Source: an optimization exercise on an open RTL-to-GDS flow (aim: small area). Production flows keep margins and buffers that such runs may drop. In this exercise RTL edits were held to simulation tests only and were not proved equivalent to the original. Power figures rest on the tool's default switching activity, not on a simulated workload.

File: flow/run.sh
#!/bin/bash
# synth_recipe.tcl (not shown) runs the flow's synth.tcl, then flattens the netlist and writes it again
# the make line also repeats each setting of config.mk as NAME=value (left out here)
make -C /OpenROAD-flow-scripts/flow DESIGN_CONFIG=/design/flow/config.mk WORK_HOME=/design/flow/orfs CLKGATE_MAP_FILE= SYNTH_SCRIPT=/design/flow/synth_recipe.tcl finish
File: flow/design.v
`timescale 1ns/1ps
module rs_branch_ao3 (
  input  logic s0, d0,
  input  logic s1, d1,
  input  logic s2, d2,
  output logic y
);
  assign y = (s0 & d0) | (s1 & d1) | (s2 & d2);
endmodule
module rs_branch_ao5 (
  input  logic s0, d0,
  input  logic s1, d1,
  input  logic s2, d2,
  input  logic s3, d3,
  input  logic s4, d4,
  output logic y
);
  assign y = (s0 & d0) | (s1 & d1) | (s2 & d2) | (s3 & d3) | (s4 & d4);
endmodule
`timescale 1ns/1ps
module rs_branch_ao4 (
  input  logic s0, d0,
  input  logic s1, d1,
  input  logic s2, d2,
  input  logic s3, d3,
  output logic y
);
  assign y = (s0 & d0) | (s1 & d1) | (s2 & d2) | (s3 & d3);
endmodule
module rs_branch_ao6 (
  input  logic s0, d0,
  input  logic s1, d1,
  input  logic s2, d2,
  input  logic s3, d3,
  input  logic s4, d4,
  input  logic s5, d5,
  output logic y
);
  assign y = (s0 & d0) | (s1 & d1) | (s2 & d2) | (s3 & d3) | (s4 & d4) | (s5 & d5);
endmodule
`timescale 1ns/1ps
module rs_branch (
  input  logic        clk,
  input  logic        reset,
  input  logic        prmiss,
  input  logic        prsuccess,
  input  logic [4:0]  prtag,
  input  logic [4:0]  specfixtag,
  output logic [3:0]  busyvec,
  output logic [3:0]  prbusyvec_next,
  input  logic        clear_busy,
  input  logic [1:0]  issue_addr,
  output logic [3:0]  ready,
  output logic [31:0] ex_src1,
  output logic [31:0] ex_src2,
  output logic [86:0] payload,
  output logic        specbit,
  input  logic        we1,
  input  logic [1:0]  waddr1,
  input  logic [86:0] wpayload_1,
  input  logic [31:0] wsrc1_1,
  input  logic [31:0] wsrc2_1,
  input  logic        wvalid1_1,
  input  logic        wvalid2_1,
  input  logic        wspecbit_1,
  input  logic        we2,
  input  logic [1:0]  waddr2,
  input  logic [86:0] wpayload_2,
  input  logic [31:0] wsrc1_2,
  input  logic [31:0] wsrc2_2,
  input  logic        wvalid1_2,
  input  logic        wvalid2_2,
  input  logic        wspecbit_2,
  input  logic [63:0] exrslt,
  input  logic [11:0] exdst,
  input  logic [1:0]  kill_spec
);
  logic [86:0] pl   [4];
  logic [31:0] src1 [4];
  logic [31:0] src2 [4];
  logic [3:0]  valid1, valid2, busy, spec;
  logic [31:0] rslt0, rslt1;
  logic [5:0]  dst0, dst1;
  assign rslt0 = exrslt[31:0];
  assign rslt1 = exrslt[63:32];
  assign dst0  = exdst[5:0];
  assign dst1  = exdst[11:6];
  logic [3:0] isel;       
  logic [3:0] wr1, wr2;   
  logic [3:0] take1;      
  logic [3:0] ld1, ld2;   
  logic [3:0] w0_1, w1_1, w0_2, w1_2;   
  logic [3:0] k0_1, k1_1, h_1, k0_2, k1_2, h_2;   
  logic [3:0] g_1, g_2;   
  logic [3:0] survive, hit;
  always_comb begin
    for (int i = 0; i < 4; i++) begin
      isel[i]  = issue_addr == i[1:0];
      wr1[i]   = we1 && waddr1 == i[1:0];
      wr2[i]   = we2 && waddr2 == i[1:0];
      take1[i] = wr1[i];
      ld1[i]   = !busy[i] && take1[i];
      ld2[i]   = !busy[i] && !take1[i];
      w0_1[i] = !valid1[i] && !kill_spec[0] && src1[i][5:0] == dst0;
      w1_1[i] = !valid1[i] && !kill_spec[1] && src1[i][5:0] == dst1 && !w0_1[i];
      w0_2[i] = !valid2[i] && !kill_spec[0] && src2[i][5:0] == dst0;
      w1_2[i] = !valid2[i] && !kill_spec[1] && src2[i][5:0] == dst1 && !w0_2[i];
      k0_1[i] = busy[i] && w0_1[i];
      k1_1[i] = busy[i] && w1_1[i];
      h_1[i]  = busy[i] && !w0_1[i] && !w1_1[i];
      k0_2[i] = busy[i] && w0_2[i];
      k1_2[i] = busy[i] && w1_2[i];
      h_2[i]  = busy[i] && !w0_2[i] && !w1_2[i];
      g_1[i] = isel[i] && !w0_1[i] && !w1_1[i];
      g_2[i] = isel[i] && !w0_2[i] && !w1_2[i];
      survive[i] = (pl[i][11:7] & specfixtag) == 5'b0;
      hit[i]     = pl[i][11:7] == prtag;
    end
  end
  logic [86:0] pl_d   [4];
  logic [31:0] src1_d [4];
  logic [31:0] src2_d [4];
  for (genvar i = 0; i < 4; i++) begin : g_ent
    for (genvar j = 0; j < 87; j++) begin : g_pl
      rs_branch_ao3 u_d (
        .s0(busy[i]), .d0(pl[i][j]),
        .s1(ld1[i]),  .d1(wpayload_1[j]),
        .s2(ld2[i]),  .d2(wpayload_2[j]),
        .y (pl_d[i][j])
      );
    end
    for (genvar j = 0; j < 32; j++) begin : g_src
      rs_branch_ao5 u_d1 (
        .s0(h_1[i]),  .d0(src1[i][j]),
        .s1(k0_1[i]), .d1(rslt0[j]),
        .s2(k1_1[i]), .d2(rslt1[j]),
        .s3(ld1[i]),  .d3(wsrc1_1[j]),
        .s4(ld2[i]),  .d4(wsrc1_2[j]),
        .y (src1_d[i][j])
      );
      rs_branch_ao5 u_d2 (
        .s0(h_2[i]),  .d0(src2[i][j]),
        .s1(k0_2[i]), .d1(rslt0[j]),
        .s2(k1_2[i]), .d2(rslt1[j]),
        .s3(ld1[i]),  .d3(wsrc2_1[j]),
        .s4(ld2[i]),  .d4(wsrc2_2[j]),
        .y (src2_d[i][j])
      );
    end
  end
  always_ff @(posedge clk) begin
    for (int i = 0; i < 4; i++) begin
      pl[i]   <= pl_d[i];
      src1[i] <= src1_d[i];
      src2[i] <= src2_d[i];
      valid1[i] <= (busy[i] && (valid1[i] || w0_1[i] || w1_1[i]))
                 || (ld1[i] && wvalid1_1) || (ld2[i] && wvalid1_2);
      valid2[i] <= (busy[i] && (valid2[i] || w0_2[i] || w1_2[i]))
                 || (ld1[i] && wvalid2_1) || (ld2[i] && wvalid2_2);
      spec[i]   <= (busy[i] && spec[i] && !prmiss && !(prsuccess && hit[i]))
                 || (ld1[i] && wspecbit_1) || (ld2[i] && wspecbit_2);
    end
  end
  always_ff @(posedge clk) begin
    for (int i = 0; i < 4; i++) begin
      if (reset)
        busy[i] <= 1'b0;
      else if (prmiss)
        busy[i] <= busy[i] && survive[i];
      else
        busy[i] <= (busy[i] || ((wr1[i] || wr2[i]) && !prsuccess))
                && !(clear_busy && isel[i]);
    end
  end
  assign busyvec        = busy;
  assign prbusyvec_next = busy & survive;
  assign ready          = busy & valid1 & valid2;
  logic f0_1, f1_1, f0_2, f1_2;
  assign f0_1 = |(isel & w0_1);
  assign f1_1 = |(isel & w1_1);
  assign f0_2 = |(isel & w0_2);
  assign f1_2 = |(isel & w1_2);
  for (genvar j = 0; j < 87; j++) begin : g_rpl
    rs_branch_ao4 u_rd (
      .s0(isel[0]), .d0(pl[0][j]),
      .s1(isel[1]), .d1(pl[1][j]),
      .s2(isel[2]), .d2(pl[2][j]),
      .s3(isel[3]), .d3(pl[3][j]),
      .y (payload[j])
    );
  end
  for (genvar j = 0; j < 32; j++) begin : g_rsrc
    rs_branch_ao6 u_rd1 (
      .s0(g_1[0]), .d0(src1[0][j]),
      .s1(g_1[1]), .d1(src1[1][j]),
      .s2(g_1[2]), .d2(src1[2][j]),
      .s3(g_1[3]), .d3(src1[3][j]),
      .s4(f0_1),   .d4(rslt0[j]),
      .s5(f1_1),   .d5(rslt1[j]),
      .y (ex_src1[j])
    );
    rs_branch_ao6 u_rd2 (
      .s0(g_2[0]), .d0(src2[0][j]),
      .s1(g_2[1]), .d1(src2[1][j]),
      .s2(g_2[2]), .d2(src2[2][j]),
      .s3(g_2[3]), .d3(src2[3][j]),
      .s4(f0_2),   .d4(rslt0[j]),
      .s5(f1_2),   .d5(rslt1[j]),
      .y (ex_src2[j])
    );
  end
  assign specbit = |(isel & spec & ~({4{prsuccess}} & hit));
endmodule
File: flow/constraint.sdc
create_clock -name core_clock -period 7.0 [get_ports {clk}]
set_input_delay 1.4000 -clock core_clock [delete_from_list [all_inputs] [get_ports {clk}]]
set_output_delay 1.4000 -clock core_clock [all_outputs]
set_load 0.01 [all_outputs]
File: flow/config.mk
export PLATFORM = sky130hd
export DESIGN_NAME = rs_branch
export DESIGN_NICKNAME = rs_branch
export VERILOG_FILES = /design/flow/design.v
export SDC_FILE = /design/flow/constraint.sdc
export NUM_CORES = 4
export LEC_CHECK = 0
export CAP_MARGIN = 20
export CORE_MARGIN = 2
export CORE_UTILIZATION = 40
export SLEW_MARGIN = 20
export SYNTH_HIERARCHICAL = 1
==> flow_metrics.tcl <==
set metrics [dict create \
    required_ns 5.60 \
    antenna_found_initial 43 \
    setup_viol 0 \
    p_per_area_nw_per_um2 251 \
    p_total_w 0.00973 \
    drc_errors 0 \
    cts_root_buf "clkbuf_16" \
    final-hold-violation-count 0 \
    die_h_um 272 \
    hold_class "reg2reg" \
    place_ws_ns 0.759 \
    synth-seq-cells 620 \
    yosysWarnings 16 \
    avgRoutedWirePerCell_um 31.8 \
    clock_sinks 620 \
    outcome "complete, no violations" \
    drt_iter0_drc 6878 \
    area_growth_pct 35.5 \
    num_vias 33600 \
    seq_area_frac_synth_pct 43.4 \
    slew_headroom_pct 19.8 \
    gp_congestion 0.970 \
    min_period_over_period_pct 90.5 \
    via_per_inst 7.16 \
    yosys.area.top_type_share_pct 43.4 \
    arrival_ns 4.93 \
    clk_latency_ns 0.64 \
    grt_pass1_wl_um 216000 \
    nNetsFinal 4072 \
    drt_wl_total_um 149000 \
    cp-start-kind "input pin" \
    worstSetupPathType "in2out" \
    synth_area_per_cell_um2 9.68 \
    hpwl_um 88200 \
    synth_top_cell_by_area "dfxtp_1" \
    cts-htree-levels 3 \
    dr.pass1.iters 11 \
    fin_ws_ns 0.666 \
    max_freq_mhz 158 \
    maxSlewViolCount 0 \
    synth_cell_types 47 \
    p_leak_nw 16.0 \
    endpoint_kind "primary output" \
    hold_buffers 0 \
    design.die.area_um2 73700 \
    initial_utilization_pct 40.2 \
    core_um2 71100 \
    grt_max_degree 138 \
    synthCells 2958 \
    synth_area_leaders "dfxtp_1 (43%), a222oi_1 (21%), a22oi_1 (16%)" \
    critical_path_peak_fanout 20 \
    final_common_cell "a22oi_1" \
    drv_cap 0 \
    netlist_area_um2 28600 \
    ctsResizeCount 0 \
    clockBufferDepth 3 \
    syn_nets 3367 \
    tritoncts.num_buffers 72 \
    grt_pass1_vias 32800 \
    cts_tree "yes" \
    grt_overflow 0 \
    io_pins 573 \
    r2r_slack_ns 3.95 \
    grt_usage_pct 38.1 \
    finClkSkew_ns 0.0308 \
    die_w_um 272 \
    drive_gt1_share_pct 6.70 \
    post_cts_buffers 0 \
    rows 98 \
    final_cell_mix "a22oi_1 (627), dfxtp_1 (616), a222oi_1 (604)" \
    fin_crit_ns 6.33 \
    worst_pin_slew_ns 1.20 \
    ir_drop_mv 0.191 \
    path_clk_slew_ns 0.06 \
    antenna_left 0 \
    grt_setup_unrepaired "no" \
    portBuffers 572 \
]
synth_stat cells, drive strengths merged:
cell type,number
a211oi,1
a21oi,13
a221oi,4
a222oi,604
a22oi,627
a311oi,2
a31oi,4
a32oi,1
and2,6
and3,11
and3b,2
and4,4
buf,13
clkbuf,8
dfxtp,620
inv,362
mux2,7
mux2i,5
mux4,2
nand2,358
nand3,75
nand3b,9
nand4,15
nand4b,2
nor2,35
nor3,14
nor3b,7
nor4,16
o21ai,6
o221ai,1
o22ai,2
o32a,5
or3,1
xnor2,51
xor2,65
Yosys stat by module, one instance, submodules excluded:
module | cell area, µm² | cells
rs_branch_ao5 | 21.3 | 3
rs_branch_ao4 | 18.8 | 3
rs_branch_ao6 | 27.5 | 4
rs_branch_ao3 | 13.8 | 2
rs_branch | 15000 | 977
registers in the layout, summed over array words and instances, names as in the netlist:
register  cells
src2        128
spec          4
valid1        4
busy          4
valid2        4
src1        128
pl          348
logic make-up after synthesis:
group | Yosys count | synth area share [%]
AOI/OAI and AO/OA | 1270 | 38.5
DFF | 620 | 43.4
and+or+nand+nor | 555 | 8.72
buffers and inverters | 383 | 5.28
xor gates and xnor gates | 116 | 3.55
muxes | 14 | 0.608
where the power goes:
part | total, W | internal (W) | switching (W) | leakage (nW)
registers | 0.00412 | 0.00387 | 0.000247 | 5.23
logic | 0.00180 | 0.000824 | 0.000978 | 9.64
clock network | 0.00382 | 0.00223 | 0.00159 | 1.17
total | 0.00973 | 0.00692 | 0.00281 | 16.0
critical path, stage by stage:
cell	delay, ns
clkdlybuf4s50_1	0.78
xnor2_1	0.19
nand4_1	0.28
nor4_4	0.49
a31oi_1	0.21
o221ai_4	0.21
buf_4	0.41
a22oi_1	0.13
nand3_1	0.22
clkdlybuf4s50_1	0.59
cell type report:
class,instances,area [µm²]
timing repair buffer,652,6480
clock buffer,112,2140
inverter,362,1360
antenna,28,70.1
sequential,620,12400
fill,6419,32300
multi-input combinational,1955,14900
tap,950,1190
clock inverter,18,228
through the flow:
step	utilization [%]	hold slack (ns)	instance area (µm²)	cells	setup TNS, ns
after global routing	54.5	0.503	38700	4685	0
after floorplan	-	0.447	28600	2958	-12.48
after detailed placement	51.1	0.474	36300	4539	0
after CTS	54.4	0.489	38700	4669	0
after global placement	51.1	0.467	36300	4539	0
final	54.5	0.487	38800	4697	0
path summary, 6_finish.rpt:
| check | cells after the start | from | endpoint |
|---|---|---|---|
| max reg2reg | 7 | src1[3][3]$_DFF_P_ | src1[3][16]$_DFF_P_ |
| min reg2reg | 2 | pl[2][49]$_DFF_P_ | pl[2][49]$_DFF_P_ |
| max | 10 | exdst[7] | ex_src1[9] |
| min | 2 | pl[2][49]$_DFF_P_ | pl[2][49]$_DFF_P_ |
per-layer routing:
layer	GRT usage (%)	up-vias	wire length, µm
li1	-	14100	-
met1	46.7	16300	54700
met2	60.4	2689	68000
met3	11.4	552	19100
met4	19.5	36	7500
met5	0	-	217

[afterwards: timing with drivers on the ports]
No port has a modelled driver above. Below, the same layout with a new extraction and two added sets of constraints. Step 1 sets driving cells, clkbuf_16 on the clock port and buf_2 on the other inputs (assumed; they add their load-dependent delay and slew). Step 2 adds t to the input delays and takes it off the output delays; t is the mean of the earliest and latest rising clock arrival at the registers after step 1. Input paths then give back, and output paths get back, about the clock's delay inside the block. Slacks: ideal / step 1 / step 2; pairs: ideal / step 1.
shift t [ns]: 0.686
setup WS [ns]: 0.666 / 0.641 / 0.641
hold slack, ns: 0.487 / 0.487 / 0.487
latest minus earliest clock arrival (ns): 0.037 / 0.038
worst data-port slew with drivers (ns): 0.21
After both steps setup and hold are still met in this run. For this run, drivers alone change the setup slack by -0.025 ns; drivers and shift together by -0.025 ns.
